Source: an optimization exercise on an open RTL-to-GDS flow (aim: small area and a short achievable clock period). Production flows keep margins and buffers that such runs may drop. Only simulation tests tie the RTL to the original design; equivalence was not proved. Power is estimated from default activity; no workload was simulated.

==> sierra: inputs <==
// mac_array_2x2
module mac_array_2x2
#(
  parameter int DATA_W = mac_pkg::DATA_W,
  parameter int ACC_W  = mac_pkg::ACC_W
) (
  input  logic                  clk,
  input  logic                  rst_n,
  input  logic                  en,
  input  logic                  clear,
  input  logic [4*DATA_W-1:0]   a,
  input  logic [4*DATA_W-1:0]   b,
  output logic [4*ACC_W-1:0]    acc
);
==> flow/config.mk <==
export PLATFORM = sky130hd
export DESIGN_NAME = mac_array_2x2
export DESIGN_NICKNAME = mac_array_2x2
export VERILOG_FILES = /design/flow/design.v
export SDC_FILE = /design/flow/constraint.sdc
export NUM_CORES = 4
export LEC_CHECK = 0
export CAP_MARGIN = 20
export CORE_MARGIN = 2
export CORE_UTILIZATION = 55
export CTS_BUF_LIST = sky130_fd_sc_hd__clkbuf_4 sky130_fd_sc_hd__clkbuf_8
export SETUP_SLACK_MARGIN = 2.3
export SLEW_MARGIN = 20
export SYNTH_HIERARCHICAL = 1
export SYNTH_MINIMUM_KEEP_SIZE = 0
==> flow/constraint.sdc <==
create_clock -name core_clock -period 6.5 [get_ports {clk}]
set_input_delay 1.3000 -clock core_clock [delete_from_list [all_inputs] [get_ports {clk}]]
set_output_delay 1.3000 -clock core_clock [all_outputs]
set_load 0.01 [all_outputs]
standard.sh (not shown) runs the stock make flow with config.mk's settings and CLKGATE_MAP_FILE= SYNTH_SCRIPT=/design/flow/synth_recipe.tcl, a recipe that flattens the netlist after the stock synthesis.
==> flow/flow/run.sh <==
#!/bin/bash
# Layout: the standard flow (standard.sh), with the port buffers that
# global placement inserts made plain buf_1 cells (the resizer sizes them up
# where timing needs it) instead of the delay buffers the resizer picks by
# default.  make's full output goes to standard.log; each ORFS step also keeps
# its own log under orfs/logs/.
set -euo pipefail
export BUFFER_PORTS_ARGS="-buffer_cell sky130_fd_sc_hd__buf_1"
bash standard.sh > standard.log 2>&1
==> delta (differences from sierra) <==
--- a/flow/design.v
+++ b/flow/design.v
@@ -88,16 +88,16 @@
   wire sum184 = p134 ^ G157;
   wire sum185 = p135 ^ G169;
   wire sum186 = p136 ^ G171;
   wire sum187 = p137 ^ G173;
   wire sum188 = p138 ^ G175;
   wire [15:0] lo_v = {sum188, sum187, sum186, sum185, sum184, sum183, sum182, sum181, s_r[7], s_r[6], s_r[5], s_r[4], s_r[3], s_r[2], s_r[1], s_r[0]};
   wire [15:0] hi_c0, hi_c1, hi_v;
-  mac_hipre u_hipre (.h(h_r), .q(r0_r[8]), .hi0_n(hi_c0), .hi1_n(hi_c1));
-  mac_hisel u_hisel (.hi0_n(hi_c0), .hi1_n(hi_c1), .c(G179), .hi(hi_v));
+  mac_hipre u_hipre (.h(h_r), .q(r0_r[8]), .hi0(hi_c0), .hi1(hi_c1));
+  mac_hisel u_hisel (.hi0(hi_c0), .hi1(hi_c1), .c(G179), .hi(hi_v));
   wire [31:0] acc_v = {hi_v, lo_v};
   wire [7:0] ag = a & {8{en}};
   wire [63:0] pp;
   mac_pp u_pp (.a(ag), .b(b), .pp(pp));
   wire s1 = pp[5] ^ pp[12];
   wire c2 = pp[5] & pp[12];
   wire s3, c3;
@@ -297,29 +297,29 @@
   output logic c
 );
   assign {c, s} = x + y + z;
 endmodule
 module mac_hipre (
   input  logic [15:0] h,
   input  logic        q,
-  output logic [15:0] hi0_n,
-  output logic [15:0] hi1_n
+  output logic [15:0] hi0,
+  output logic [15:0] hi1
 );
   wire [15:0] h_m1 = h - 16'd1;
   wire [15:0] h_p1 = h + 16'd1;
-  assign hi0_n = ~(q ? h : h_m1);
-  assign hi1_n = ~(q ? h_p1 : h);
+  assign hi0 = q ? h : h_m1;
+  assign hi1 = q ? h_p1 : h;
 endmodule
 module mac_hisel (
-  input  logic [15:0] hi0_n,
-  input  logic [15:0] hi1_n,
+  input  logic [15:0] hi0,
+  input  logic [15:0] hi1,
   input  logic        c,
   output logic [15:0] hi
 );
-  assign hi = ~(c ? hi1_n : hi0_n);
+  assign hi = c ? hi1 : hi0;
 endmodule
 module mac_pp (
   input  logic [7:0]  a,
   input  logic [7:0]  b,
   output logic [63:0] pp
 );
   for (genvar i = 0; i < 8; i++) begin : g_i
==> flow/config.mk (replaced) <==
export PLATFORM = sky130hd
export DESIGN_NAME = mac_array_2x2
export DESIGN_NICKNAME = mac_array_2x2
export VERILOG_FILES = /design/flow/design.v
export SDC_FILE = /design/flow/constraint.sdc
export NUM_CORES = 4
export LEC_CHECK = 0
export CAP_MARGIN = 20
export CORE_MARGIN = 2
export CORE_UTILIZATION = 40
export SETUP_SLACK_MARGIN = 2.5
export SLEW_MARGIN = 20
export SYNTH_HIERARCHICAL = 1
export SYNTH_MINIMUM_KEEP_SIZE = 0
==> results.txt <==
item	delta	sierra
Period Utilization, post-route	63.1%	63.8%
#MultiIn Comb	1374	1372
Share of post-route cells with drive strength above 1	16.2%	6.16%
Horizontal extent of the die	208 um	177 um
Reg-to-reg startpoint	g_row[0].g_col[0].u_pe.cl_r$_SDFF_PP0_	g_row[0].g_col[0].u_pe.r0_r[0]$_SDFF_PP0_
Worst R2R Path Depth	6	8
Met2 routed WL	19.2 mm	16.4 mm
Cell area after layout	19200 um2	17900 um2
Power Density	262 nW/um2	251 nW/um2
Sequential element share of the synthesized area	20.1%	20.3%
Sequential cell area	3390 um2	3360 um2
Critical hold path startpoint	g_row[0].g_col[1].u_pe.s_r[0]$_SDFF_PP0_	g_row[1].g_col[0].u_pe.s_r[0]$_SDFF_PP0_
Setup Fix Bufs, Post-CTS	7	0
Worst reg2reg path endpoint	g_row[0].g_col[0].u_pe.r0_r[1]$_SDFF_PP0_	g_row[0].g_col[0].u_pe.r0_r[2]$_SDFF_PP0_
Vias in the first global route	12400	11900
Cell-internal power	3060 uW	2670 uW
Grt met1 use	24.5%	32.2%
Max frequency	0.244 GHz	0.241 GHz
Share of the synthesized area in the top cell type	24.0%	24.2%
Std-Cell Core Area	41000 um2	29600 um2
Setup slack after layout	2.40 ns	2.35 ns
Result of the run	complete, no violations	complete, no violations
Buffer share of cell area	5.51%	4.41%
Routed wl met3	1.62 mm	1.89 mm
Static Leakage	0.00842 uW	0.00733 uW
Xor and xnor area share after synthesis	7.94%	7.63%
Post-layout minimum cycle time	4.10 ns	4.15 ns

-- separate check: timing with driven ports --
Ports are ideal in the flow. The routed layouts listed here were re-timed in OpenROAD. Step 1: set_driving_cell puts a clkbuf_16 on clk and a buf_2 on each other input, an assumption about the parent block. Step 2 times the ports against the registers' clock, not the clock port: input delays grow and output delays shrink by t, the midpoint of the rising clock arrivals with the driver on. Three values: no drivers, after step 1, after step 2; two values: the first two.
run | shift t [ns] | slack for setup (ns) | clock arrival spread, ns | worst data-port slew with drivers (ns) | cell pins on the clock port's net
sierra | 0.526 | 2.350 / 2.365 / 1.839 | 0.009 / 0.008 | 0.07 | 1
delta | 0.530 | 2.400 / 2.386 / 1.875 | 0.019 / 0.019 | 0.10 | 1
After both steps setup and hold are still met in every run listed. The setup slack of delta, which loses most, moves by -0.014 ns with the drivers and by -0.525 ns with both steps.
